Source: an optimization exercise on an open RTL-to-GDS flow (aim: small area). Production flows keep margins and buffers that such runs may drop. At most, simulation tests tie the RTL to the original design; equivalence was not proved. Only the layout flow was run in run 4; the RTL was not checked for function there. No activity file was given, so power comes from the tool's default toggle rates.

==> flow/design.v <==
`default_nettype none
package tunnel_pkg;
    localparam int NUM_ROWS = 120;
    localparam int NUM_COLS = 160;
    localparam logic [1:0] WALL_GAP   = 2'b00;
    localparam logic [1:0] WALL_LEFT  = 2'b01;
    localparam logic [1:0] WALL_RIGHT = 2'b10;
    localparam logic [1:0] WALL_EDGE  = 2'b11;
    typedef enum logic [1:0] {
        ST_INIT = 2'd0,
        ST_IDLE = 2'd1,
        ST_GEN  = 2'd2
    } state_e;
    function automatic logic [1:0] wall_code(input logic [7:0] ccol,
                                             input logic [7:0] left,
                                             input logic [7:0] right);
        logic [1:0] code;
        code = WALL_GAP;
        if ((ccol == left) || (ccol == right)) begin
            code = WALL_EDGE;
        end else if (ccol < left) begin
            code = WALL_LEFT;
        end else if (ccol > right) begin
            code = WALL_RIGHT;
        end
        wall_code = code;
    endfunction
endpackage
`default_nettype wire
`default_nettype none
module tunnel_row_ram (
    input  logic        clk_i,
    input  logic        we_i,
    input  logic [2:0]  wpos_i,      
    input  logic [2:0]  wtri_i,      
    input  logic [4:0]  wcode_i,
    input  logic [7:0]  wanchor_i,   
    input  logic [7:0]  rsel_i,      
    output logic [7:0]  ranchor_o,
    output logic [24:0] rcode_o
);
    logic [7:0]  anchor_q [8];
    logic [24:0] code_q   [8];
    always_ff @(posedge clk_i) begin
        for (int p = 0; p < 8; p++) begin
            anchor_q[(p + 1) % 8] <= anchor_q[p];
            code_q[(p + 1) % 8]   <= code_q[p];
            if (p % 4 == 0 && we_i && wpos_i == 3'(p)) begin
                for (int t = 0; t < 5; t++) begin
                    if (wtri_i == 3'(t)) begin
                        code_q[(p + 1) % 8][5*t +: 5] <= wcode_i;
                    end
                end
                if (wtri_i == 3'd4) begin
                    anchor_q[(p + 1) % 8] <= wanchor_i;
                end
            end
        end
    end
    always_comb begin
        ranchor_o = '0;
        rcode_o   = '0;
        for (int p = 0; p < 8; p++) begin
            ranchor_o = ranchor_o | (anchor_q[p] & {8{rsel_i[p]}});
            rcode_o   = rcode_o | (code_q[p] & {25{rsel_i[p]}});
        end
    end
endmodule
`default_nettype wire
`default_nettype none
import tunnel_pkg::*;
module tunnel_wall_gen (
    input  logic       clock,
    input  logic       rst,
    input  logic [9:0] Pixel_row,
    input  logic [9:0] Pixel_column,
    input  logic       run,
    input  logic [1:0] speed,
    input  logic [7:0] randomized_value,
    output logic [1:0] wall,
    output logic [7:0] probe_left,
    output logic [7:0] probe_right,
    output logic       ready
);
    localparam logic [7:0] INIT_L = 8'd48;
    function automatic logic [1:0] fa(input logic a, input logic b, input logic c);
        fa = {(a & b) | (a & c) | (b & c), a ^ b ^ c};
    endfunction
    function automatic logic [5:0] pop15_part(input logic [15:1] x);
        logic [1:0] a0, a1, a2, a3, a4, b0, c0, b1, c1;
        a0 = fa(x[1], x[2], x[3]);
        a1 = fa(x[4], x[5], x[6]);
        a2 = fa(x[7], x[8], x[9]);
        a3 = fa(x[10], x[11], x[12]);
        a4 = fa(x[13], x[14], x[15]);
        b0 = fa(a0[0], a1[0], a2[0]);
        c0 = fa(a0[1], a1[1], a2[1]);
        b1 = fa(b0[0], a3[0], a4[0]);
        c1 = fa(c0[0], a3[1], a4[1]);
        pop15_part = {c0[1], c1[1], b0[1], c1[0], b1[1], b1[0]};
    endfunction
    function automatic logic [3:0] pop15_sum(input logic [5:0] p);
        pop15_sum = {3'b0, p[0]} + {2'b0, 2'(p[1]) + 2'(p[2]) + 2'(p[3]), 1'b0} +
                    {1'b0, 2'(p[4]) + 2'(p[5]), 2'b0};
    endfunction
    function automatic logic [4:0] st_enc(input logic [1:0] a, input logic [1:0] b,
                                          input logic [1:0] c);
        if (!c[0]) begin
            st_enc = {c[1], a, b};
        end else if (!a[0]) begin
            st_enc = {a[1], 2'b11, b};
        end else begin
            st_enc = {1'b0, b, 2'b11};
        end
    endfunction
    function automatic logic [5:0] st_dec(input logic [4:0] x);
        logic hi, lo;
        hi = x[3] & x[2];
        lo = x[1] & x[0];
        st_dec[5] = x[4] & !hi & !lo;
        st_dec[4] = hi | lo;
        st_dec[3:2] = lo ? x[3:2] : x[1:0];
        st_dec[1:0] = hi ? {x[4], 1'b0} : lo ? 2'b01 : x[3:2];
    endfunction
    logic       ready_q;     
    logic       gen_q;       
    logic [2:0] frame_cnt_q;
    logic [6:0] ptr_q;       
    logic [4:0] shr_q;       
    logic [7:0] top_l_q;     
    logic [1:0] hist_q [4];  
    logic       cpend_q;     
    logic       cage_q;      
    logic [2:0] pos_q;       
    logic [8:0] dcol_q;      
    logic [5:0] nup_q;       
    logic [5:0] ndn_q;
    logic [2:0] rup_q;       
    logic [2:0] rdn_q;
    logic       valid_q;
    logic [4:0] wh_q;        
    logic       probe_hit_q;
    logic [1:0] wall_q;
    logic [7:0] probe_l_q;
    logic [4:0] probe_wh_q;
    logic [4:0] w_shr_min;
    logic       w_up, w_dn;
    logic [7:0] w_new_l;
    assign w_shr_min = (shr_q > 5'd20) ? 5'd20 : shr_q;
    assign w_up    = (randomized_value[1:0] == 2'b11) &&
                     !(top_l_q[0] && top_l_q[7:1] == 7'd47 + {2'b0, w_shr_min});
    assign w_dn    = (randomized_value[1:0] == 2'b00) && (top_l_q != 8'd1);
    assign w_new_l = top_l_q + {{7{w_dn}}, w_up | w_dn};
    logic w_frame_end;
    logic w_step;
    logic w_wdone;
    logic [6:0] w_ptr_d;
    assign w_frame_end = (Pixel_row == 10'd479) && (Pixel_column == 10'd639);
    assign w_step      = !ready_q || gen_q;
    assign w_ptr_d     = rst ? 7'd0 : w_step ? ptr_q + 7'd1 : ptr_q;
    always_ff @(posedge clock) begin
        if (rst) begin
            ready_q     <= 1'b0;
            gen_q       <= 1'b0;
            frame_cnt_q <= 3'd0;
            shr_q       <= 5'd0;
            top_l_q     <= INIT_L;
            cpend_q     <= 1'b0;
            cage_q      <= 1'b0;
        end else begin
            if (gen_q && w_tri_end) begin
                cpend_q <= 1'b1;
                cage_q  <= 1'b0;
            end else begin
                cpend_q <= cpend_q && !w_wdone;
                if (gen_q) begin
                    cage_q <= 1'b1;
                end
            end
            if (!ready_q) begin
                if (ptr_q == 7'd127) begin
                    ready_q <= 1'b1;
                end
            end else if (gen_q) begin
                gen_q   <= 1'b0;
                top_l_q <= w_new_l;
                if (ptr_q[3:0] == 4'd15 && shr_q != 5'd31) begin
                    shr_q <= shr_q + 5'd1;
                end
            end else if (w_frame_end && run) begin
                if (frame_cnt_q >= (3'd7 >> speed)) begin
                    frame_cnt_q <= 3'd0;
                    gen_q       <= 1'b1;
                end else begin
                    frame_cnt_q <= frame_cnt_q + 3'd1;
                end
            end
        end
    end
    always_ff @(posedge clock) begin
        ptr_q <= w_ptr_d;
        if (rst) begin
            pos_q <= 3'd0;
        end else begin
            pos_q <= pos_q + 3'd1 + {2'b0, w_step && ptr_q[3:0] == 4'd15};
        end
        if (gen_q) begin
            hist_q[0] <= {w_up, w_dn};
            hist_q[1] <= hist_q[0];
            hist_q[2] <= hist_q[1];
            hist_q[3] <= hist_q[2];
        end
    end
    logic [6:0]  w_k;
    logic [7:0]  w_ccol;
    logic [3:0]  w_m;         
    logic [3:0]  w_mo;
    logic        w_tri_end;   
    logic [3:0]  w_cs;        
    logic [2:0]  w_ctri;
    logic        w_wborrow;
    logic [2:0]  w_wpos;
    logic [1:0]  w_ca, w_cb, w_cc;
    logic [7:0]  w_wanchor;
    assign w_m       = ptr_q[3:0];
    assign w_mo      = w_m - 4'd1;
    assign w_tri_end = (w_m == 4'd3) || (w_m == 4'd6) || (w_m == 4'd9) ||
                       (w_m == 4'd12) || (w_m == 4'd15);
    assign w_cs      = cage_q ? w_mo - 4'd1 : w_mo;
    assign w_ctri    = (w_cs == 4'd3) ? 3'd0 : (w_cs == 4'd6) ? 3'd1 :
                       (w_cs == 4'd9) ? 3'd2 : (w_cs == 4'd12) ? 3'd3 : 3'd4;
    assign w_wborrow = (w_m == 4'd0) || (cage_q && w_m == 4'd1);
    assign w_wpos    = pos_q - {2'b0, w_wborrow};
    assign w_wdone   = cpend_q && (w_wpos[1:0] == 2'd0);
    assign w_ca      = cage_q ? hist_q[3] : hist_q[2];
    assign w_cb      = cage_q ? hist_q[2] : hist_q[1];
    assign w_cc      = cage_q ? hist_q[1] : hist_q[0];
    assign w_wanchor = cage_q ?
                       top_l_q + {{7{hist_q[0][1]}}, hist_q[0][1] | hist_q[0][0]} : top_l_q;
    logic        w_in_cur, w_in_prev;
    logic        w_open;
    logic        w_borrow;
    logic [3:0]  w_dist;      
    logic [3:0]  w_j;         
    logic [7:0]  w_anchor;
    logic [24:0] w_codes;
    logic [15:1] w_up_bits;
    logic [15:1] w_dn_bits;
    assign w_k       = Pixel_row[8:2];
    assign w_ccol    = Pixel_column[9:2];
    assign w_borrow  = w_k[3:0] >= w_m;
    assign w_in_cur  = w_k <= {3'b0, w_mo};
    assign w_in_prev = (w_mo <= 4'd2) && !w_in_cur && (w_k <= {3'b0, w_mo} + 7'd16);
    assign w_open    = w_in_cur || w_in_prev;
    assign w_dist    = {1'b0, w_k[6:4]} + {3'b0, w_borrow};
    assign w_j       = w_mo - w_k[3:0];
    logic [7:0]  w_rsel;
    always_comb begin
        for (int p = 0; p < 8; p++) begin
            logic [2:0] c;
            c = pos_q - 3'(p);
            w_rsel[p] = w_borrow ? (w_k[6:4] == c - 3'd1) : (w_k[6:4] == c);
        end
    end
    tunnel_row_ram u_row_ram (
        .clk_i     (clock),
        .we_i      (w_wdone),
        .wpos_i    (w_wpos),
        .wtri_i    (w_ctri),
        .wcode_i   (st_enc(w_ca, w_cb, w_cc)),
        .wanchor_i (w_wanchor),
        .rsel_i    (w_rsel),
        .ranchor_o (w_anchor),
        .rcode_o   (w_codes)
    );
    always_comb begin
        for (int t = 0; t < 5; t++) begin
            logic [5:0] d;
            d = st_dec(w_codes[5*t +: 5]);
            w_up_bits[3*t+1] = d[1];
            w_dn_bits[3*t+1] = d[0];
            w_up_bits[3*t+2] = d[3];
            w_dn_bits[3*t+2] = d[2];
            w_up_bits[3*t+3] = d[5];
            w_dn_bits[3*t+3] = d[4];
        end
    end
    logic [15:1] w_mask;
    logic [4:0]  w_ub;        
    logic [3:0]  w_hin;       
    assign w_ub = w_in_prev ? {1'b0, w_mo} + 5'd13 :
                  (w_mo >= 4'd4) ? {1'b0, w_mo} - 5'd3 : 5'd0;
    logic [15:0] w_gt_j;
    logic [31:0] w_lt_ub;
    assign w_gt_j  = 16'hfffe << w_j;
    assign w_lt_ub = ~(32'hffffffff << w_ub);
    assign w_mask  = w_gt_j[15:1] & (w_lt_ub[15:1] | {15{!w_open}});
    assign w_hin = {4{w_open}} & {w_k > 7'd3, w_k > 7'd2, w_k > 7'd1, w_k > 7'd0};
    logic [5:0]  w_row_grp;
    logic        w_valid;
    logic [4:0]  w_row_shr;
    logic [7:0]  w_base;
    assign w_row_grp = {1'b0, shr_q} - {2'b0, w_dist};
    assign w_valid   = ready_q && !w_row_grp[5];
    assign w_row_shr = (w_row_grp[4:0] > 5'd20) ? 5'd20 : w_row_grp[4:0];
    assign w_base    = !w_valid ? INIT_L : w_open ? top_l_q : w_anchor;
    always_ff @(posedge clock) begin
        dcol_q      <= {1'b0, w_ccol} - {1'b0, w_base};
        nup_q       <= pop15_part(w_mask & w_up_bits);
        ndn_q       <= pop15_part(w_mask & w_dn_bits);
        rup_q       <= 3'(w_hin[0] & hist_q[0][1]) + 3'(w_hin[1] & hist_q[1][1]) +
                       3'(w_hin[2] & hist_q[2][1]) + 3'(w_hin[3] & hist_q[3][1]);
        rdn_q       <= 3'(w_hin[0] & hist_q[0][0]) + 3'(w_hin[1] & hist_q[1][0]) +
                       3'(w_hin[2] & hist_q[2][0]) + 3'(w_hin[3] & hist_q[3][0]);
        valid_q     <= w_valid;
        wh_q        <= w_valid ? ~w_row_shr : 5'd31;
        probe_hit_q <= (Pixel_row[9:2] == 8'd110) && (w_ccol == 8'd0);
    end
    logic [8:0] w_dcol;
    logic [5:0] w_wm1;
    logic [1:0] w_code;
    logic [4:0] w_nup, w_ndn;
    logic [5:0] w_sum;       
    assign w_nup  = {1'b0, pop15_sum(nup_q)} + {2'b0, rup_q};
    assign w_ndn  = {1'b0, pop15_sum(ndn_q)} + {2'b0, rdn_q};
    assign w_sum  = {1'b0, w_nup} - {1'b0, w_ndn};
    assign w_dcol = valid_q ? dcol_q + {{3{w_sum[5]}}, w_sum} : dcol_q;
    assign w_wm1  = {wh_q, 1'b1};
    always_comb begin
        if (w_dcol == 9'd0 || w_dcol == {3'b0, w_wm1}) begin
            w_code = WALL_EDGE;
        end else if (w_dcol[8]) begin
            w_code = WALL_LEFT;
        end else if (w_dcol > {3'b0, w_wm1}) begin
            w_code = WALL_RIGHT;
        end else begin
            w_code = WALL_GAP;
        end
    end
    always_ff @(posedge clock) begin
        if (rst) begin
            wall_q     <= WALL_GAP;
            probe_l_q  <= INIT_L;
            probe_wh_q <= 5'd31;
        end else begin
            wall_q <= ready_q ? w_code : WALL_GAP;
            if (ready_q && probe_hit_q) begin
                probe_l_q  <= 8'd0 - w_dcol[7:0];
                probe_wh_q <= wh_q;
            end
        end
    end
    assign wall        = wall_q;
    assign probe_left  = probe_l_q;
    assign probe_right = probe_l_q + {2'b0, probe_wh_q, 1'b1};
    assign ready       = ready_q;
endmodule
`default_nettype wire
==> flow/flow/run.sh <==
#!/bin/bash
# The standard layout, with the port buffers made of the smallest buffer
# cell (sky130_fd_sc_hd__buf_1) instead of the delay buffer that
# buffer_ports picks by default. Everything else is standard.sh unchanged.
set -euo pipefail
export BUFFER_PORTS_ARGS="-buffer_cell sky130_fd_sc_hd__buf_1"
bash standard.sh > flow_standard.log 2>&1
==> flow/standard.sh <==
#!/bin/bash
# synth_recipe.tcl (not shown) runs the flow's synth.tcl, then flattens the netlist and writes it again
# the make line also repeats each setting of config.mk as NAME=value (left out here)
make -C /OpenROAD-flow-scripts/flow DESIGN_CONFIG=/design/flow/config.mk WORK_HOME=/design/flow/orfs CLKGATE_MAP_FILE= SYNTH_SCRIPT=/design/flow/synth_recipe.tcl "${@:-finish}"
==> flow/config.mk <==
export PLATFORM = sky130hd
export DESIGN_NAME = tunnel_wall_gen
export DESIGN_NICKNAME = tunnel_wall_gen
export VERILOG_FILES = /design/flow/design.v
export SDC_FILE = /design/flow/constraint.sdc
export NUM_CORES = 4
export LEC_CHECK = 0
export CAP_MARGIN = 5
export CORE_MARGIN = 2
export CORE_UTILIZATION = 60
export CTS_BUF_LIST = sky130_fd_sc_hd__clkbuf_8
export CTS_CLUSTER_DIAMETER = 60
export CTS_CLUSTER_SIZE = 16
export GPL_TIMING_DRIVEN = 0
export SLEW_MARGIN = 5
==> flow/constraint.sdc <==
create_clock -name core_clock -period 8.0 [get_ports {clock}]
set_input_delay 1.6000 -clock core_clock [delete_from_list [all_inputs] [get_ports {clock}]]
set_output_delay 1.6000 -clock core_clock [all_outputs]
set_load 0.01 [all_outputs]
==> results of run 1 <==
==> routing by layer <==
| layer | wire length [um] | vias to the layer above | part of all wire, % |
|---|---|---|---|
| li1 | - | 5657 | - |
| met1 | 18370 | 5547 | 47 |
| met2 | 17660 | 308 | 45 |
| met3 | 2358 | 61 | 6.0 |
| met4 | 896 | 0 | 2.3 |
| met5 | 0 | - | 0 |
==> stage by stage <==
step,std cells,util (%),hold WS [ns]
final,1981,65.88,0.3263
after floorplan,1554,-,0.3298
after global routing,1981,65.88,0.3477
after detailed placement,1938,63.65,0.3345
after CTS,1981,65.86,0.3462
after global placement,1934,63.45,0.3318
==> area by class of cell <==
type / count / area (um^2) / share of cell area [%]
buffer: 52 / 266.5 / 1.552
timing repair buffer: 49 / 198.9 / 1.159
sequential: 351 / 7107 / 41.40
clock buffer: 31 / 426.7 / 2.485
multi-input combinational: 1049 / 8217 / 47.86
tap: 335 / 419.2 / 2.442
inverter: 102 / 382.9 / 2.230
clock inverter: 12 / 148.9 / 0.8673
==> worst reg2reg max path, stage by stage, from the launching register on <==
cell and delay [ns]:
dfxtp_1 0.41, clkbuf_1 0.37, inv_1 0.29, ha_1 0.25, a21boi_0 0.13, xnor2_1 0.42
clkinv_1 0.35, ha_1 0.46, o21a_1 0.15, o31ai_1 0.10, o2bb2ai_1 0.17, clkbuf_1 0.25
a31oi_1 0.60, clkbuf_1 0.49, o221ai_1 0.26, o221ai_1 0.44, ha_1 0.36, o21ai_0 0.13
a21boi_0 0.16, o21ai_0 0.18, nand2b_1 0.11, a21o_1 0.19, a21oi_1 0.19, xnor2_1 0.16
==> power breakdown <==
| part | switching (W) | internal (W) | leakage (nW) |
|---|---|---|---|
| Sequential | 0.0000149 | 0.00177 | 2.84 |
| Combinational | 0.000414 | 0.000233 | 3.97 |
| Clock | 0.000594 | 0.000435 | 0.306 |
==> flip-flops by register name (all words and copies together), names as in the netlist, 2 cells and up <==
register,count
shr_q,5
dcol_q,9
top_l_q,8
u_row_ram.anchor_q,64
hist_q,8
probe_l_q,8
rup_q,3
ndn_q,6
frame_cnt_q,3
probe_wh_q,5
ptr_q,7
rdn_q,3
wall_q,2
u_row_ram.code_q,200
nup_q,6
pos_q,3
wh_q,5
==> placed cells by master, fill, tap and decap left out, types with 22 or more instances in the layout <==
master and instances:
nor2b_1 30, and3_1 31, a222oi_1 32, nor2_1 96
buf_1 49, nand2b_1 24, xnor2_1 44, o21ai_0 51
a21oi_1 61, inv_1 102, mux2i_1 76, ha_1 96
nand2_1 117, clkbuf_8 31, xor2_1 24, dfxtp_1 343
nand3_1 22, mux2_2 39, clkbuf_1 26, o22a_1 22
fa_1 38
==> path summary, 6_finish.rpt <==
kind                                              from  slack (ns)  cells past startpoint                      to
worst max register to register                ptr_q[2]        1.26                     23               dcol_q[7]
worst min-delay path            u_row_ram.code_q[3][6]        0.33                      0  u_row_ram.code_q[4][6]
worst min register to register  u_row_ram.code_q[3][6]        0.33                      0  u_row_ram.code_q[4][6]
worst max-delay path                          ptr_q[2]        1.26                     23               dcol_q[7]
==> cells by family after synthesis <==
logic type	count (synthesis)	share of synthesized area (%)
multiplexers	115	7.525
XOR/XNOR	72	4.261
AO/OA/AOI/OAI	306	13.95
buffers and inverters	154	4.072
flip-flops	351	44.57
AND/OR/NAND/NOR	422	13.32
adder cells (fa/ha/maj)	134	12.30
==> reports/metrics.cfg, run 1 <==
[floorplanning]
die_w_um = 167.0
core_area_um2 = 26060
row_count = 59
io_pins = 52
dieHeight_um = 167.0
die_area_um2 = 27900
initial_core_util_pct = 61.19

[worst_setup_path]
crit_path_max_incr_delay_ns = 0.60
critPathArrivalTime_ns = 7.24
worstSetupEndpointType = flop
crit_slowest_cell = a31oi_1
crit_chain = clkbuf_1 -> inv_1 -> ha_1 -> a21boi_0 -> xnor2_1 -> clkinv_1 -> ha_1 -> o21a_1 -> o31ai_1 -> o2bb2ai_1 -> clkbuf_1 -> a31oi_1 -> clkbuf_1 -> o221ai_1 -> o221ai_1 -> ha_1 -> o21ai_0 -> a21boi_0 -> o21ai_0 -> nand2b_1 -> a21o_1 -> a21oi_1 -> xnor2_1
cp_max_fo = 10
crit_required_ns = 8.50
path_class = flop to flop
startpoint_type = flop
cp_top_family = compound AO/OA/AOI/OAI gates
crit_buf_inv = 5

[drt]
vias = 11570
drt-initial-drc-count = 1082
via_per_inst = 5.842
wirelength_um = 39290
wl_per_cell_um = 19.83
drt_pass1_iterations = 9
antenna_left = 0
drc = 0

[sta]
hold_viol_final = 0
finalSetupTns_ns = 0
grt_setup_unrepaired = false
drv_slew = 0
worstMarginPinSlew_ns = 1.110
skew_ns = 0.04491
fmax_ghz = 0.1485
max_slew_margin_pct = 25.75
fin_crit_sh_pct = 84.20
worst_slack_ns = 1.264
period_needed_ns = 6.736
setup_viol = 0

[cts]
numCtsBuffers = 29
cts_hold_buf = 0
cts_tree = yes
cts.sink_count = 351
cts_setup_buffers = 0
cts_resized = 0
max-clock-path-buffers = 3
cts.htree.levels = 1
clk_pin_slew_ns = 0.10
clkLatencyLatePin_ns = 0.62
cts_root_buf = clkbuf_8

[finish]
antenna_cells = 0
nNetsFinal = 1801
fill_cells = 2145
layout-drive-gt1-share_pct = 8.141
stdcell_area_um2 = 17170
syn_to_final_growth_pct = 7.650

[yosys]
synth_cell_types = 83
synth_top_area_share_pct = 43.06
synth_edf_count = 8
synthFlopType = dfxtp_1
syn_area_per_cell_um2 = 10.26
synth_top_area_cell = dfxtp_1
syn_area_um2 = 15950
ys_ff_latch = 351
synth.cells.most_frequent = dfxtp_1, nand2_1, inv_1, ha_1, nor2_1
synth_area_leaders = dfxtp_1, ha_1, fa_1
synth-async-reset-ratio_pct = 0
yosysSeqAreaShare_pct = 44.57
netlist_instances = 1554
synth.most_common_cell = dfxtp_1
yosys_warnings = 5
synth_nets = 1721

[global_route]
use_met3_pct = 3.779
grt_pass1_wl_um = 61780
grt_max_degree = 18
grtUsageMet1_pct = 40.24
met2_usage_pct = 45.07
busiest_layer = met2
gr-total-overflow = 0
grt_pass1_vias = 11290
grt_antenna_before_repair = 0
track_usage_pct = 27.98

[pwr]
powerDensity_nw_per_um2 = 201.8
p_leak_nw = 7.117
vdd_drop_max_v = 0.0002326
fin_total_pwr_w = 0.003464

[outcome]
outcome = timing/DRC/antenna clean

[placement]
place_ws_ns = 0.3140
place_area_um2 = 16590
routabilityCongestion = 0.9413
dp_hpwl_um = 28530
portBuffers = 45

[job]
maxCapViolCount = 0

[min_path]
min_path_type = flop to flop

==> run 2: changes to the inputs <==
--- a/flow/config.mk
+++ b/flow/config.mk
@@ -5,11 +5,11 @@
 export SDC_FILE = /design/flow/constraint.sdc
 export NUM_CORES = 4
 export LEC_CHECK = 0
-export CAP_MARGIN = 5
+export CAP_MARGIN = 0
 export CORE_MARGIN = 2
 export CORE_UTILIZATION = 60
 export CTS_BUF_LIST = sky130_fd_sc_hd__clkbuf_8
 export CTS_CLUSTER_DIAMETER = 60
 export CTS_CLUSTER_SIZE = 16
 export GPL_TIMING_DRIVEN = 0
-export SLEW_MARGIN = 5
+export SLEW_MARGIN = 0
==> reports/metrics.cfg, run 2 <==
[outcome]
outcome = timing/DRC/antenna clean

[yosys]
synth_nets = 1721
synth_xor_area_share_pct = 4.260
synthFlopType = dfxtp_1
syn_area_per_cell_um2 = 10.26
synth-async-reset-ratio_pct = 0
synth.most_common_cell = dfxtp_1
synth_edf_count = 8
synth.cells.most_frequent = dfxtp_1, nand2_1, inv_1, ha_1, nor2_1
synth_area_leaders = dfxtp_1, ha_1, fa_1
syn_area_um2 = 15950
yosys_warnings = 5
synth_mux_area_share_pct = 7.525
synth_top_area_share_pct = 43.06
synth-compound-area-share_pct = 13.95
synth_top_area_cell = dfxtp_1
synth_cell_types = 83
synthAdderAreaFrac_pct = 12.30
synth-simple-area-share_pct = 13.32
synth_top_family_by_area = compound AO/OA/AOI/OAI gates
ys_ff_latch = 351
netlist_instances = 1554
yosysSeqAreaShare_pct = 44.57

[drt]
vias = 11660
dr.max_layer_used = met4
wl_per_cell_um = 19.82
met2WireLength_um = 17380
drc = 0
via_per_inst = 5.881
drt_pass1_iterations = 7
met1_length_um = 18320
antenna_left = 0
drt-initial-drc-count = 1083
wirelength_um = 39290
met3_wirelength_um = 2528

[worst_setup_path]
crit_path_max_incr_delay_ns = 0.55
path_depth = 23
cp_top_family = compound AO/OA/AOI/OAI gates
crit_buf_inv = 5
crit_slowest_cell = a31oi_1
reg2reg_depth = 23
startpoint_type = flop
crit_required_ns = 8.51
critPathArrivalTime_ns = 7.31
cp_max_fo = 10
worstSetupEndpointType = flop
path_class = flop to flop
crit_chain = clkbuf_1 -> inv_1 -> ha_1 -> a21boi_0 -> xnor2_1 -> clkinv_1 -> ha_1 -> o21a_1 -> o31ai_1 -> o2bb2ai_1 -> clkbuf_1 -> a31oi_1 -> clkbuf_1 -> o221ai_1 -> o221ai_1 -> ha_1 -> o21ai_0 -> a21boi_0 -> o21ai_0 -> nand2b_1 -> a21o_1 -> a21oi_1 -> xnor2_1

[pwr]
power_frac_comb_pct = 18.9
p_sw_w = 0.001021
switching_share_pct = 29.84
pwr-share-clk_pct = 28.8
powerDensity_nw_per_um2 = 199.6
p_leak_nw = 7.101
power.internal_w = 0.002399
seq_power_share_pct = 52.3
fin_total_pwr_w = 0.003420
vdd_drop_max_v = 0.0002291

[cts]
cts_setup_buffers = 0
max-clock-path-buffers = 3
cts_tree = yes
cts_root_buf = clkbuf_8
cts.sink_count = 351
cts.htree.levels = 1
numCtsBuffers = 29
cts_hold_buf = 0
clk_pin_slew_ns = 0.10
clkLatencyLatePin_ns = 0.64
cts_resized = 0

[finish]
syn_to_final_growth_pct = 7.423
layoutNonFillerInstCount = 1982
largest_reg_flops = 200
layout-drive-gt1-share_pct = 8.024
stdcell_area_um2 = 17130
reg_top3 = u_row_ram.code_q x200, u_row_ram.anchor_q x64, dcol_q x9
largest-register = u_row_ram.code_q
layout_common_cells = dfxtp_1, nand2_1, inv_1
final_common_cell = dfxtp_1
nNetsFinal = 1801

[global_route]
track_usage_pct = 28.05
grt_pass1_vias = 11290
grt_antenna_before_repair = 2
grt_pass1_wl_um = 61890
grt_max_degree = 18
gr-total-overflow = 0

[placement]
dp.cells = 1937
portBuffers = 45
place_area_um2 = 16580
dp_hpwl_um = 28480
routabilityCongestion = 0.9413

[job]
maxCapViolCount = 0

[floorplanning]
initial_core_util_pct = 61.19
die_area_um2 = 27900
dieHeight_um = 167.0
die_w_um = 167.0
core_area_um2 = 26060
io_pins = 52
row_count = 59

[sta]
drv_slew = 0
grt_setup_unrepaired = false
skew_ns = 0.06610
worstMarginPinSlew_ns = 1.105
period_needed_ns = 6.803
setup_viol = 0
hold_viol_final = 0
finalSetupTns_ns = 0
fmax_ghz = 0.1470
max_slew_margin_pct = 26.04
fin_crit_sh_pct = 85.04
hold_slack_ns = 0.3199

[min_path]
min_path_type = flop to flop
min_path_cells = 0

## run 2: changes by cell type in the layout (fill, tap and decap cells not counted), sizes merged
cell / change
inv: +1
bufinv: -1
clkbuf: -1
diode: +2
## run 2: path summary, 6_finish.rpt
kind,start,to,slack (ns)
setup / recovery,ptr_q[2],dcol_q[7],1.20
hold / removal,u_row_ram.code_q[3][0],u_row_ram.code_q[4][0],0.32
setup reg to reg,ptr_q[2],dcol_q[7],1.20
hold reg to reg,u_row_ram.code_q[3][0],u_row_ram.code_q[4][0],0.32
## run 2: layout make-up
class                   instances  area (um^2)
clock buffers                  30        412.9
diodes                          2        5.005
plain buffers                  52        266.5
clock inverters                12        125.1
repair buffers                 49        200.2
flip-flops and latches        351         7107
multi-input cells            1049         8212
inverters                     102        382.9
well taps                     335        419.2
fillers                      2161         8929
## run 2: layer usage
layer  global-route usage (%)  vias to the layer above
met1                    40.31                     5580
met5                        0                        -
li1                         -                     5663
met2                    44.30                      344
met3                    4.373                       70
met4                    7.421                        0
## run 2: cells by family after synthesis
group	after synthesis
mux	115
fa+ha+maj	134
xor+xnor	72
buf+inv	154
flops	351
compound gates	306
simple gates	422
## run 2: per-stage QoR
stage / worst slack, ns / util (%)
2_1_floorplan: 1.901 / -
3_3_place_gp: 0.4316 / 63.45
3_5_place_dp: 0.4011 / 63.63
4_1_cts: 1.009 / 65.70
5_1_grt: 0.7658 / 65.72
6_report: 1.197 / 65.74
## run 2: worst reg2reg max path: stages (launching register included)
cell and delay (ns):
dfxtp_1 0.41, clkbuf_1 0.38, inv_1 0.29, ha_1 0.25
a21boi_0 0.13, xnor2_1 0.44, clkinv_1 0.36, ha_1 0.46
o21a_1 0.14, o31ai_1 0.09, o2bb2ai_1 0.17, clkbuf_1 0.25
a31oi_1 0.55, clkbuf_1 0.51, o221ai_1 0.26, o221ai_1 0.49
ha_1 0.37, o21ai_0 0.13, a21boi_0 0.15, o21ai_0 0.20
nand2b_1 0.12, a21o_1 0.19, a21oi_1 0.18, xnor2_1 0.14
## run 2: power by group through the flow
stage               clock, W  sequential (W)  combinational [W]
finish              0.000985         0.00179           0.000645
global route         0.00107         0.00179           0.000698
CTS                  0.00100         0.00179           0.000641
detailed placement         0         0.00183           0.000637
global placement           0         0.00183           0.000631
floorplan                  0         0.00182           0.000456
==> run 3: changes to the inputs <==
--- a/flow/config.mk
+++ b/flow/config.mk
@@ -5,11 +5,11 @@
 export SDC_FILE = /design/flow/constraint.sdc
 export NUM_CORES = 4
 export LEC_CHECK = 0
-export CAP_MARGIN = 0
+export CAP_MARGIN = 20
 export CORE_MARGIN = 2
 export CORE_UTILIZATION = 60
 export CTS_BUF_LIST = sky130_fd_sc_hd__clkbuf_8
 export CTS_CLUSTER_DIAMETER = 60
 export CTS_CLUSTER_SIZE = 16
 export GPL_TIMING_DRIVEN = 0
-export SLEW_MARGIN = 0
+export SLEW_MARGIN = 20
==> reports/metrics.cfg, run 3 <==
[cts]
cts_root_buf = clkbuf_8
cts_hold_buf = 0
numCtsBuffers = 29
cts_tree = yes
cts.htree.levels = 1
cts_setup_buffers = 0
clk_pin_slew_ns = 0.10
clkLatencyLatePin_ns = 0.63
max-clock-path-buffers = 3
cts_resized = 0
cts.sink_count = 351

[worst_setup_path]
r2r-end = dcol_q[7]
reg2reg_from = ptr_q[2]
worstSetupEndpointType = flop
cp_max_fo = 10
rrSetupSlack_ns = 1.25
crit_required_ns = 8.51
startpoint_type = flop
critPathArrivalTime_ns = 7.26
reg2reg_depth = 23
path_class = flop to flop

[drt]
drt_pass1_iterations = 8
antenna_left = 0
wl_per_cell_um = 19.85
drc = 0
via_per_inst = 5.924
vias = 11730
drt-initial-drc-count = 988
wirelength_um = 39310

[yosys]
yosysSeqAreaShare_pct = 44.57
synthFlopType = dfxtp_1
synth_edf_count = 8
netlist_instances = 1554
synth_top_area_share_pct = 43.06
syn_area_um2 = 15950
synth.cells.most_frequent = dfxtp_1, nand2_1, inv_1, ha_1, nor2_1
synth_cell_types = 83
ys_ff_latch = 351
synth_area_leaders = dfxtp_1, ha_1, fa_1
yosys_warnings = 5
synth-async-reset-ratio_pct = 0
synth.most_common_cell = dfxtp_1
synth_top_area_cell = dfxtp_1
synth_nets = 1721
syn_area_per_cell_um2 = 10.26

[global_route]
grt_pass1_vias = 11320
grt_pass1_wl_um = 61940
grt_max_degree = 18
grt_antenna_before_repair = 1
gr-total-overflow = 0
track_usage_pct = 28.12

[pwr]
p_leak_nw = 7.112
vdd_drop_max_v = 0.0002428
powerDensity_nw_per_um2 = 201.4

[finish]
nNetsFinal = 1800
layout-drive-gt1-share_pct = 8.146
final_common_cell = dfxtp_1
antenna_cells = 0
largest-register = u_row_ram.code_q
layoutNonFillerInstCount = 1980
layout_common_cells = dfxtp_1, nand2_1, inv_1
reg_top3 = u_row_ram.code_q x200, u_row_ram.anchor_q x64, dcol_q x9
largest_reg_flops = 200
final_core_util_pct = 65.88
syn_to_final_growth_pct = 7.650

[min_path]
holdPathEnd = u_row_ram.anchor_q[4][7]
min_path_type = flop to flop
min_path_cells = 0
min_from = u_row_ram.anchor_q[3][7]

[floorplanning]
initial_core_util_pct = 61.19
core_area_um2 = 26060
row_count = 59
die_w_um = 167.0
io_pins = 52
dieHeight_um = 167.0
die_area_um2 = 27900

[sta]
skew_ns = 0.05358
period_needed_ns = 6.746
max_slew_margin_pct = 27.07
drv_slew = 0
finalSetupTns_ns = 0
grt_setup_unrepaired = false
fin_crit_sh_pct = 84.32
worstMarginPinSlew_ns = 1.090
hold_viol_final = 0
setup_viol = 0
fmax_ghz = 0.1482

[placement]
routabilityCongestion = 0.9413
dp.cells = 1937
dp_hpwl_um = 28550
portBuffers = 45

[job]
maxCapViolCount = 0

[outcome]
outcome = timing/DRC/antenna clean

## run 3: layout make-up
cell class | count | area, um^2
multi-input combinational | 1049 | 8224
fill | 2151 | 8892
clock buffer | 31 | 426.7
inverter | 102 | 382.9
sequential | 351 | 7107
tap | 335 | 419.2
timing repair buffer | 48 | 188.9
buffer | 52 | 266.5
clock inverter | 12 | 151.4
## run 3: cell families after synthesis
kind of cell | count (synthesis) | share of synthesized area, %
flops | 351 | 44.57
buf+inv | 154 | 4.072
compound gates | 306 | 13.95
xor+xnor | 72 | 4.261
mux | 115 | 7.525
simple gates | 422 | 13.32
fa+ha+maj | 134 | 12.30
## run 3: worst max-delay path by stage
stage,slack [ns],startpoint,endpoint,cells after the start
floorplan,1.90,Pixel_row[5],dcol_q[8],22
global placement,0.43,Pixel_row[2],dcol_q[8],24
detailed placement,0.81,Pixel_row[2],nup_q[0],18
CTS,1.43,Pixel_row[2],nup_q[0],18
global route,0.86,ptr_q[2],dcol_q[7],23
finish,1.25,ptr_q[2],dcol_q[7],23
## run 3: routing by layer
layer  routed length, um  GRT usage (%)  up-vias
li1                    -              -     5654
met1               18230          40.15     5686
met2               17720          44.98      323
met3                2388          4.016       66
met4                 971          7.421        0
met5                   0              0        -
## run 3: worst max-delay path, stage by stage, from the launching register on
cell and delay [ns]:
dfxtp_1 0.40, clkbuf_1 0.37, inv_1 0.29, ha_1 0.25, a21boi_0 0.13, xnor2_1 0.43, clkinv_1 0.35, ha_1 0.46
o21a_1 0.14, o31ai_1 0.10, o2bb2ai_1 0.17, clkbuf_1 0.24, a31oi_1 0.55, clkbuf_1 0.51, o221ai_1 0.26, o221ai_1 0.47
ha_1 0.36, o21ai_0 0.13, a21boi_0 0.16, o21ai_0 0.20, nand2b_1 0.12, a21o_1 0.19, a21oi_1 0.18, xnor2_1 0.14
## run 3: report_power, final
part,internal (W),switching (W),leakage (nW),total (W)
sequential,0.00177,0.0000148,2.84,0.00179
clock,0.000434,0.000589,0.305,0.00102
combinational,0.000232,0.000413,3.97,0.000645
total,0.00244,0.00102,7.11,0.00346
## run 3: stage by stage
stage	power [W]	worst slack, ns	hold slack [ns]	area [um^2]
2_1_floorplan	0.002281	1.901	0.3298	15950
3_3_place_gp	0.002461	0.4316	0.3318	16530
3_5_place_dp	0.002467	0.8132	0.3345	16590
4_1_cts	0.003477	1.426	0.3354	17170
5_1_grt	0.003605	0.8624	0.3484	17170
6_report	0.003457	1.254	0.3386	17170
==> run 4: changes to the inputs <==
--- a/flow/design.v
+++ b/flow/design.v
@@ -135,8 +135,6 @@
     logic [8:0] dcol_q;      
     logic [5:0] nup_q;       
     logic [5:0] ndn_q;
-    logic [2:0] rup_q;       
-    logic [2:0] rdn_q;
     logic       valid_q;
     logic [4:0] wh_q;        
     logic       probe_hit_q;
@@ -166,7 +164,6 @@
             shr_q       <= 5'd0;
             top_l_q     <= INIT_L;
             cpend_q     <= 1'b0;
-            cage_q      <= 1'b0;
         end else begin
             if (gen_q && w_tri_end) begin
                 cpend_q <= 1'b1;
@@ -199,11 +196,7 @@
     end
     always_ff @(posedge clock) begin
         ptr_q <= w_ptr_d;
-        if (rst) begin
-            pos_q <= 3'd0;
-        end else begin
-            pos_q <= pos_q + 3'd1 + {2'b0, w_step && ptr_q[3:0] == 4'd15};
-        end
+        pos_q <= pos_q + 3'd1 + {2'b0, w_step && ptr_q[3:0] == 4'd15};
         if (gen_q) begin
             hist_q[0] <= {w_up, w_dn};
             hist_q[1] <= hist_q[0];
@@ -304,14 +297,20 @@
     assign w_valid   = ready_q && !w_row_grp[5];
     assign w_row_shr = (w_row_grp[4:0] > 5'd20) ? 5'd20 : w_row_grp[4:0];
     assign w_base    = !w_valid ? INIT_L : w_open ? top_l_q : w_anchor;
+    logic [2:0]  w_rup, w_rdn;
+    logic [7:0]  w_ccol_c;
+    logic [8:0]  w_ccol_st;
+    assign w_rup     = 3'(w_hin[0] & hist_q[0][1]) + 3'(w_hin[1] & hist_q[1][1]) +
+                       3'(w_hin[2] & hist_q[2][1]) + 3'(w_hin[3] & hist_q[3][1]);
+    assign w_rdn     = 3'(w_hin[0] & hist_q[0][0]) + 3'(w_hin[1] & hist_q[1][0]) +
+                       3'(w_hin[2] & hist_q[2][0]) + 3'(w_hin[3] & hist_q[3][0]);
+    assign w_ccol_c  = (w_ccol > 8'd160) ? 8'd160 : w_ccol;
+    assign w_ccol_st = w_valid ? {1'b0, w_ccol_c} + {6'b0, w_rup} - {6'b0, w_rdn} :
+                       {1'b0, w_ccol_c};
     always_ff @(posedge clock) begin
-        dcol_q      <= {1'b0, w_ccol} - {1'b0, w_base};
+        dcol_q      <= w_ccol_st - {1'b0, w_base};
         nup_q       <= pop15_part(w_mask & w_up_bits);
         ndn_q       <= pop15_part(w_mask & w_dn_bits);
-        rup_q       <= 3'(w_hin[0] & hist_q[0][1]) + 3'(w_hin[1] & hist_q[1][1]) +
-                       3'(w_hin[2] & hist_q[2][1]) + 3'(w_hin[3] & hist_q[3][1]);
-        rdn_q       <= 3'(w_hin[0] & hist_q[0][0]) + 3'(w_hin[1] & hist_q[1][0]) +
-                       3'(w_hin[2] & hist_q[2][0]) + 3'(w_hin[3] & hist_q[3][0]);
         valid_q     <= w_valid;
         wh_q        <= w_valid ? ~w_row_shr : 5'd31;
         probe_hit_q <= (Pixel_row[9:2] == 8'd110) && (w_ccol == 8'd0);
@@ -319,12 +318,9 @@
     logic [8:0] w_dcol;
     logic [5:0] w_wm1;
     logic [1:0] w_code;
-    logic [4:0] w_nup, w_ndn;
-    logic [5:0] w_sum;       
-    assign w_nup  = {1'b0, pop15_sum(nup_q)} + {2'b0, rup_q};
-    assign w_ndn  = {1'b0, pop15_sum(ndn_q)} + {2'b0, rdn_q};
-    assign w_sum  = {1'b0, w_nup} - {1'b0, w_ndn};
-    assign w_dcol = valid_q ? dcol_q + {{3{w_sum[5]}}, w_sum} : dcol_q;
+    logic [4:0] w_sum;       
+    assign w_sum  = {1'b0, pop15_sum(nup_q)} - {1'b0, pop15_sum(ndn_q)};
+    assign w_dcol = valid_q ? dcol_q + {{4{w_sum[4]}}, w_sum} : dcol_q;
     assign w_wm1  = {wh_q, 1'b1};
     always_comb begin
         if (w_dcol == 9'd0 || w_dcol == {3'b0, w_wm1}) begin
--- a/flow/config.mk
+++ b/flow/config.mk
@@ -7,7 +7,7 @@
 export LEC_CHECK = 0
 export CAP_MARGIN = 20
 export CORE_MARGIN = 2
-export CORE_UTILIZATION = 60
+export CORE_UTILIZATION = 40
 export CTS_BUF_LIST = sky130_fd_sc_hd__clkbuf_8
 export CTS_CLUSTER_DIAMETER = 60
 export CTS_CLUSTER_SIZE = 16
==> reports/metrics.cfg, run 4 <==
[floorplanning]
row_count = 73
die_area_um2 = 42190
io_pins = 52
core_area_um2 = 39910
initial_core_util_pct = 40.64
die_w_um = 205.4
dieHeight_um = 205.4

[finish]
nNetsFinal = 1826
layout-drive-gt1-share_pct = 10.55
largest_reg_flops = 200
reg_top3 = u_row_ram.code_q x200, u_row_ram.anchor_q x64, dcol_q x9
seqCellArea_um2 = 6997
final_common_cell = dfxtp_1
multi_input_area_um2 = 8633
layout_common_cells = dfxtp_1, nand2_1, nor2_1
syn_to_final_growth_pct = 8.931
fill_cells = 3791
largest-register = u_row_ram.code_q

[drt]
met2WireLength_um = 19660
drc = 0
antenna_left = 0
vias = 12110
met1_length_um = 19550
drt-initial-drc-count = 1191
via_per_inst = 5.495
wl_per_cell_um = 19.33
drt_pass1_iterations = 6
dr.max_layer_used = met4
wirelength_um = 42600
met3_wirelength_um = 2670

[cts]
clk_pin_slew_ns = 0.10
numCtsBuffers = 30
max-clock-path-buffers = 3
clkLatencyLatePin_ns = 0.67
cts_resized = 1
cts.htree.levels = 1
cts_hold_buf = 0
cts_tree = yes
cts.sink_count = 345
cts_setup_buffers = 0
cts_root_buf = clkbuf_8

[sta]
grt_setup_unrepaired = false
drv_slew = 0
fmax_ghz = 0.1348
worst_slack_ns = 0.5793
hold_slack_ns = 0.3502
hold_viol_final = 0
setup_viol = 0
worstMarginPinSlew_ns = 0.9614
fin_crit_sh_pct = 92.76
period_needed_ns = 7.421
skew_ns = 0.04265
max_slew_margin_pct = 35.91

[placement]
place_ws_ns = -0.3463
portBuffers = 44
dp_hpwl_um = 31850
routabilityCongestion = 0.8458

[worst_setup_path]
cp_top_family = adder cells
startpoint = ptr_q[0]
critPathArrivalTime_ns = 7.99
path_depth = 30
worstSetupEndpointType = flop
reg2reg_depth = 30
crit_required_ns = 8.57
startpoint_type = flop
crit_slowest_cell = ha_2
crit_buf_inv = 6
cp_max_fo = 10
reg2reg_from = ptr_q[0]
crit_path_max_incr_delay_ns = 0.53
path_class = flop to flop

[min_path]
min_path_type = flop to flop
min_path_cells = 0
min_from = u_row_ram.code_q[5][6]

[yosys]
synth_mux_area_share_pct = 9.348
syn_area_um2 = 16220
synthFlopType = dfxtp_1
synth-compound-area-share_pct = 14.96
synth.most_common_cell = dfxtp_1
synth_top_area_share_pct = 41.46
netlist_instances = 1590
ys_ff_latch = 345
syn_area_per_cell_um2 = 10.20
synth-async-reset-ratio_pct = 0
yosys_warnings = 5
yosysSeqAreaShare_pct = 43.13
synth.cells.most_frequent = dfxtp_1, nand2_1, nor2_1, inv_1, ha_1
synth_top_family_by_area = compound AO/OA/AOI/OAI gates
synthAdderAreaFrac_pct = 11.48
synth_nets = 1749
synth-simple-area-share_pct = 12.80
synth_area_leaders = dfxtp_1, ha_1, mux2_2
synth_edf_count = 9
synth_cell_types = 79
synth_xor_area_share_pct = 4.388
synth_top_area_cell = dfxtp_1

[global_route]
grt_pass1_wl_um = 66520
grt_pass1_vias = 11830
grt_antenna_before_repair = 0
gr-total-overflow = 0
grt_max_degree = 17
track_usage_pct = 20.29

[pwr]
powerDensity_nw_per_um2 = 220.1
p_leak_nw = 7.060
vdd_drop_max_v = 0.0001759

[job]
maxCapViolCount = 0

[outcome]
outcome = timing/DRC/antenna clean

## run 4: cell type report
class	instances	area share [%]
multi-input cells	1087	48.85
flip-flops and latches	345	39.59
well taps	525	3.717
clock buffers	31	2.414
inverters	92	1.954
plain buffers	65	1.621
repair buffers	46	1.005
clock inverters	12	0.8284
diodes	1	0.01416
## run 4: cells by family (layout without fill, tap and decap cells)
group | after synthesis | after routing
AOI/OAI and AO/OA | 329 | 329
xor gates and xnor gates | 78 | 78
adders and majority gates | 126 | 126
buffers and inverters | 158 | 246
DFF | 345 | 345
muxes | 139 | 139
other | 0 | 1
and+or+nand+nor | 415 | 415
## run 4: final timing paths
check	slack, ns	to
max	0.58	dcol_q[8]
min	0.35	u_row_ram.code_q[6][6]
max reg2reg	0.58	dcol_q[8]
min reg2reg	0.35	u_row_ram.code_q[6][6]
## run 4: per-stage QoR
stage                     util [%]  instances  instance area [um^2]  setup TNS [ns]  total power, W
after global routing         44.27       2203                 17670               0        0.004054
after detailed placement     42.75       2160                 17060         -0.7189        0.002872
after global placement       42.70       2159                 17050         -0.5927        0.002865
after CTS                    44.19       2203                 17640               0        0.003903
final                        44.27       2204                 17670               0        0.003889
after floorplan                  -       1590                 16220               0        0.002535
## run 4: metal layers
| metal | vias to the layer above | GRT usage (%) |
|---|---|---|
| li1 | 5857 | - |
| met2 | 327 | 33.72 |
| met5 | - | 0 |
| met4 | 0 | 4.471 |
| met1 | 5873 | 27.98 |
| met3 | 53 | 2.867 |
## run 4: where the power goes
part / internal (W) / switching, W / leakage (nW)
clock: 0.000412 / 0.000631 / 0.300
combinational: 0.000361 / 0.000731 / 3.97
sequential: 0.00174 / 0.0000154 / 2.79
total: 0.00251 / 0.00138 / 7.06
==> run 5: changes to the inputs <==
--- a/flow/design.v
+++ b/flow/design.v
@@ -86,8 +86,8 @@
     function automatic logic [1:0] fa(input logic a, input logic b, input logic c);
         fa = {(a & b) | (a & c) | (b & c), a ^ b ^ c};
     endfunction
-    function automatic logic [5:0] pop15_part(input logic [15:1] x);
-        logic [1:0] a0, a1, a2, a3, a4, b0, c0, b1, c1;
+    function automatic logic [3:0] pop15(input logic [15:1] x);
+        logic [1:0] a0, a1, a2, a3, a4, b0, c0, b1, c1, d0, e0;
         a0 = fa(x[1], x[2], x[3]);
         a1 = fa(x[4], x[5], x[6]);
         a2 = fa(x[7], x[8], x[9]);
@@ -97,11 +97,9 @@
         c0 = fa(a0[1], a1[1], a2[1]);
         b1 = fa(b0[0], a3[0], a4[0]);
         c1 = fa(c0[0], a3[1], a4[1]);
-        pop15_part = {c0[1], c1[1], b0[1], c1[0], b1[1], b1[0]};
-    endfunction
-    function automatic logic [3:0] pop15_sum(input logic [5:0] p);
-        pop15_sum = {3'b0, p[0]} + {2'b0, 2'(p[1]) + 2'(p[2]) + 2'(p[3]), 1'b0} +
-                    {1'b0, 2'(p[4]) + 2'(p[5]), 2'b0};
+        d0 = fa(b0[1], c1[0], b1[1]);
+        e0 = fa(c0[1], c1[1], d0[1]);
+        pop15 = {e0[1], e0[0], d0[0], b1[0]};
     endfunction
     function automatic logic [4:0] st_enc(input logic [1:0] a, input logic [1:0] b,
                                           input logic [1:0] c);
@@ -133,8 +131,8 @@
     logic       cage_q;      
     logic [2:0] pos_q;       
     logic [8:0] dcol_q;      
-    logic [5:0] nup_q;       
-    logic [5:0] ndn_q;
+    logic [3:0] nup_q;       
+    logic [3:0] ndn_q;
     logic       valid_q;
     logic [4:0] wh_q;        
     logic       probe_hit_q;
@@ -164,6 +162,7 @@
             shr_q       <= 5'd0;
             top_l_q     <= INIT_L;
             cpend_q     <= 1'b0;
+            cage_q      <= 1'b0;
         end else begin
             if (gen_q && w_tri_end) begin
                 cpend_q <= 1'b1;
@@ -196,7 +195,11 @@
     end
     always_ff @(posedge clock) begin
         ptr_q <= w_ptr_d;
-        pos_q <= pos_q + 3'd1 + {2'b0, w_step && ptr_q[3:0] == 4'd15};
+        if (rst) begin
+            pos_q <= 3'd0;
+        end else begin
+            pos_q <= pos_q + 3'd1 + {2'b0, w_step && ptr_q[3:0] == 4'd15};
+        end
         if (gen_q) begin
             hist_q[0] <= {w_up, w_dn};
             hist_q[1] <= hist_q[0];
@@ -309,8 +312,8 @@
                        {1'b0, w_ccol_c};
     always_ff @(posedge clock) begin
         dcol_q      <= w_ccol_st - {1'b0, w_base};
-        nup_q       <= pop15_part(w_mask & w_up_bits);
-        ndn_q       <= pop15_part(w_mask & w_dn_bits);
+        nup_q       <= pop15(w_mask & w_up_bits);
+        ndn_q       <= pop15(w_mask & w_dn_bits);
         valid_q     <= w_valid;
         wh_q        <= w_valid ? ~w_row_shr : 5'd31;
         probe_hit_q <= (Pixel_row[9:2] == 8'd110) && (w_ccol == 8'd0);
@@ -319,7 +322,7 @@
     logic [5:0] w_wm1;
     logic [1:0] w_code;
     logic [4:0] w_sum;       
-    assign w_sum  = {1'b0, pop15_sum(nup_q)} - {1'b0, pop15_sum(ndn_q)};
+    assign w_sum  = {1'b0, nup_q} - {1'b0, ndn_q};
     assign w_dcol = valid_q ? dcol_q + {{4{w_sum[4]}}, w_sum} : dcol_q;
     assign w_wm1  = {wh_q, 1'b1};
     always_comb begin
--- a/flow/config.mk
+++ b/flow/config.mk
@@ -7,7 +7,7 @@
 export LEC_CHECK = 0
 export CAP_MARGIN = 20
 export CORE_MARGIN = 2
-export CORE_UTILIZATION = 40
+export CORE_UTILIZATION = 60
 export CTS_BUF_LIST = sky130_fd_sc_hd__clkbuf_8
 export CTS_CLUSTER_DIAMETER = 60
 export CTS_CLUSTER_SIZE = 16
==> reports/metrics.cfg, run 5 <==
[floorplanning]
io_pins = 52
die_area_um2 = 27780
core_area_um2 = 25980
row_count = 59
die_w_um = 166.7
initial_core_util_pct = 61.10
dieHeight_um = 166.7

[drt]
drt_pass1_iterations = 5
drc = 0
via_per_inst = 5.855
wl_per_cell_um = 19.30
vias = 11870
drt-initial-drc-count = 928
wirelength_um = 39130
antenna_left = 0

[worst_setup_path]
cpMostUsedCell = fa_1
startpoint_type = primary input
worstSetupEndpointType = flop
crit_chain = buf_1 -> inv_1 -> ha_1 -> a21boi_1 -> o22a_1 -> buf_2 -> a21oi_1 -> clkbuf_1 -> o21ai_1 -> nor3_1 -> nor3b_1 -> nor4_1 -> fa_1 -> fa_1 -> inv_1 -> fa_1 -> fa_1 -> inv_1 -> fa_1
path_class = primary input to flop
reg2reg_depth = 28
reg2reg_from = ptr_q[0]
r2r-end = dcol_q[8]
crit_slowest_cell = a21oi_1
cp_max_fo = 10
crit_path_max_incr_delay_ns = 0.63
critPathArrivalTime_ns = 8.11
rrSetupSlack_ns = 0.49
crit_required_ns = 8.48

[placement]
routabilityCongestion = 0.8964
dp_hpwl_um = 28770
place_ws_ns = -0.4096
portBuffers = 44

[sta]
fin_crit_sh_pct = 95.45
skew_ns = 0.02579
hold_viol_final = 0
worst_slack_ns = 0.3639
grt_setup_unrepaired = true
period_needed_ns = 7.636
drv_slew = 0
fmax_ghz = 0.1310
max_slew_margin_pct = 27.63
worstMarginPinSlew_ns = 1.078
setup_viol = 0

[min_path]
min_path_cells = 0
min_path_type = flop to flop
min_from = u_row_ram.code_q[6][24]
holdPathEnd = u_row_ram.code_q[7][24]

[yosys]
synthFlopType = dfxtp_1
synth_cell_types = 74
synth-async-reset-ratio_pct = 0
ys_ff_latch = 341
syn_area_per_cell_um2 = 9.887
synth_area_leaders = dfxtp_1, ha_1, fa_1
synth_top_family_by_area = compound AO/OA/AOI/OAI gates
yosysSeqAreaShare_pct = 43.50
synth_mux_area_share_pct = 7.801
synth_top_area_share_pct = 41.99
synth_xor_area_share_pct = 4.760
yosys_warnings = 5
synth.cells.most_frequent = dfxtp_1, nand2_1, inv_1, ha_1, nor2_1
syn_area_um2 = 15880
synthAdderAreaFrac_pct = 12.26
synth-simple-area-share_pct = 13.86
synth.most_common_cell = dfxtp_1
synth-compound-area-share_pct = 13.99
synth_edf_count = 8
synth_top_area_cell = dfxtp_1
netlist_instances = 1606
synth_nets = 1771

[pwr]
powerDensity_nw_per_um2 = 194.7
vdd_drop_max_v = 0.0001961
p_leak_nw = 6.946

[cts]
clkLatencyLatePin_ns = 0.61
cts.htree.levels = 1
numCtsBuffers = 28
cts_root_buf = clkbuf_8
cts_setup_buffers = 0
clk_pin_slew_ns = 0.10
cts.sink_count = 341
max-clock-path-buffers = 3
cts_tree = yes

[finish]
largest_reg_flops = 200
syn_to_final_growth_pct = 7.274
layout-drive-gt1-share_pct = 7.624
nNetsFinal = 1846
fill_cells = 2246
final_common_cell = dfxtp_1
reg_top3 = u_row_ram.code_q x200, u_row_ram.anchor_q x64, dcol_q x9
final_core_util_pct = 65.55
largest-register = u_row_ram.code_q
layout_common_cells = dfxtp_1, nand2_1, inv_1
antenna_cells = 0

[global_route]
track_usage_pct = 28.25
grt_pass1_vias = 11780
grt_pass1_wl_um = 62670
gr-total-overflow = 0
grt_max_degree = 18
grt_antenna_before_repair = 1

[outcome]
outcome = timing/DRC/antenna clean

[job]
maxCapViolCount = 0

run 5: cell types whose count changed in the layout (fill, tap and decap cells not counted), sizes merged, moves of 23 or more:
cell    before  now
o21ai       41   65
a222oi      32    6
a22o         1   24
a22oi        3   28
nor3        29   54
nand2      110  146
run 5: repair_timing:
| action | in CTS | in global routing |
|---|---|---|
| hold buffers | 0 | 0 |
| resized for setup | 0 | 5 |
| endpoints found under the setup margin | 0 | 4 |
| hold endpoints to repair | 0 | 0 |
run 5: logic make-up after synthesis:
logic type,after synthesis
adders and majority gates,133
AOI/OAI and AO/OA,331
xor gates and xnor gates,83
and+or+nand+nor,448
DFF,341
muxes,115
buffers and inverters,155
run 5: area by class of cell:
| cell class | instances | area (um^2) | share of cell area [%] |
|---|---|---|---|
| buffer | 58 | 245.2 | 1.440 |
| clock buffer | 30 | 412.9 | 2.424 |
| clock inverter | 11 | 132.6 | 0.7787 |
| inverter | 97 | 364.1 | 2.138 |
| multi-input combinational | 1110 | 8379 | 49.20 |
| sequential | 341 | 6907 | 40.55 |
| tap | 335 | 419.2 | 2.461 |
| timing repair buffer | 45 | 172.7 | 1.014 |
run 5: where the power goes:
group          total [W]  internal, W  leakage [nW]  switching (W)
clock           0.000989     0.000417         0.277       0.000572
combinational   0.000589     0.000193          3.91       0.000395
sequential       0.00174      0.00172          2.76      0.0000146
run 5: through the flow:
stage / hold slack (ns) / setup TNS (ns) / total power [W] / std cells / area [um^2]
3_5_place_dp: 0.3329 / -1.305 / 0.002355 / 1986 / 16470
4_1_cts: 0.3424 / 0 / 0.003324 / 2027 / 17020
3_3_place_gp: 0.3293 / -0.8355 / 0.002347 / 1985 / 16460
6_report: 0.3405 / 0 / 0.003316 / 2027 / 17030
5_1_grt: 0.3505 / -0.1172 / 0.003448 / 2027 / 17030
2_1_floorplan: 0.3230 / 0 / 0.002172 / 1606 / 15880
run 5: critical path, delay by kind of cell:
kind | cells | cell delay, ns
simple gates | 3 | 1.20
buf+inv | 6 | 1.38
compound gates | 4 | 1.18
fa+ha+maj | 6 | 2.72
run 5: worst max-delay path by stage:
stage / endpoint / cells after the start / start / slack (ns)
final: nup_q[2] / 19 / Pixel_row[2] / 0.36
after global routing: dcol_q[8] / 28 / ptr_q[0] / -0.12
after CTS: nup_q[2] / 21 / Pixel_row[2] / 0.21
after detailed placement: nup_q[2] / 21 / Pixel_row[2] / -0.41
after global placement: nup_q[2] / 21 / Pixel_row[2] / -0.36
after floorplan: dcol_q[8] / 26 / Pixel_row[4] / 0.98
run 5: metal layers:
| metal | up-vias | routed length (um) | GRT usage [%] |
|---|---|---|---|
| met5 | - | 13 | 0 |
| met2 | 292 | 17570 | 45.80 |
| li1 | 5773 | - | - |
| met3 | 67 | 1901 | 2.709 |
| met1 | 5734 | 18690 | 40.87 |
| met4 | 2 | 949 | 7.121 |

==> port drivers added, routing unchanged <==
The results above use ideal ports. As a check the final layouts listed here were re-extracted and re-timed, cells and wires unchanged.
Step 1 assumes that a clkbuf_16 drives the clock port and a buf_2 every other input.
Step 2 times the ports against the registers' clock, not the clock port: input delays grow and output delays shrink by t, the midpoint of the rising clock arrivals with the driver on.
a / b / c = ideal / step 1 / step 2; a / b = the first two.
| run | shift t [ns] | slack for setup (ns) | hold slack, ns | slew at the worst register clock pin (ns) | cell pins on the clock port's net |
|---|---|---|---|---|---|
| run 1 | 0.641 | 1.264 / 1.264 / 0.674 | 0.326 / 0.326 / 0.326 | 0.10 / 0.10 | 1 |
| run 2 | 0.648 | 1.197 / 1.197 / 0.694 | 0.320 / 0.320 / 0.320 | 0.11 / 0.11 | 1 |
| run 3 | 0.651 | 1.254 / 1.254 / 0.680 | 0.339 / 0.339 / 0.339 | 0.10 / 0.10 | 1 |
| run 4 | 0.692 | 0.579 / 0.579 / 0.017 | 0.350 / 0.350 / 0.350 | 0.11 / 0.11 | 1 |
| run 5 | 0.645 | 0.364 / 0.386 / -0.260 | 0.340 / 0.340 / 0.340 | 0.11 / 0.11 | 1 |
With both steps, setup timing fails in run 5, where it was met with ideal ports. For run 5, which loses most, drivers alone change the setup slack by +0.022 ns; drivers and shift together by -0.624 ns.
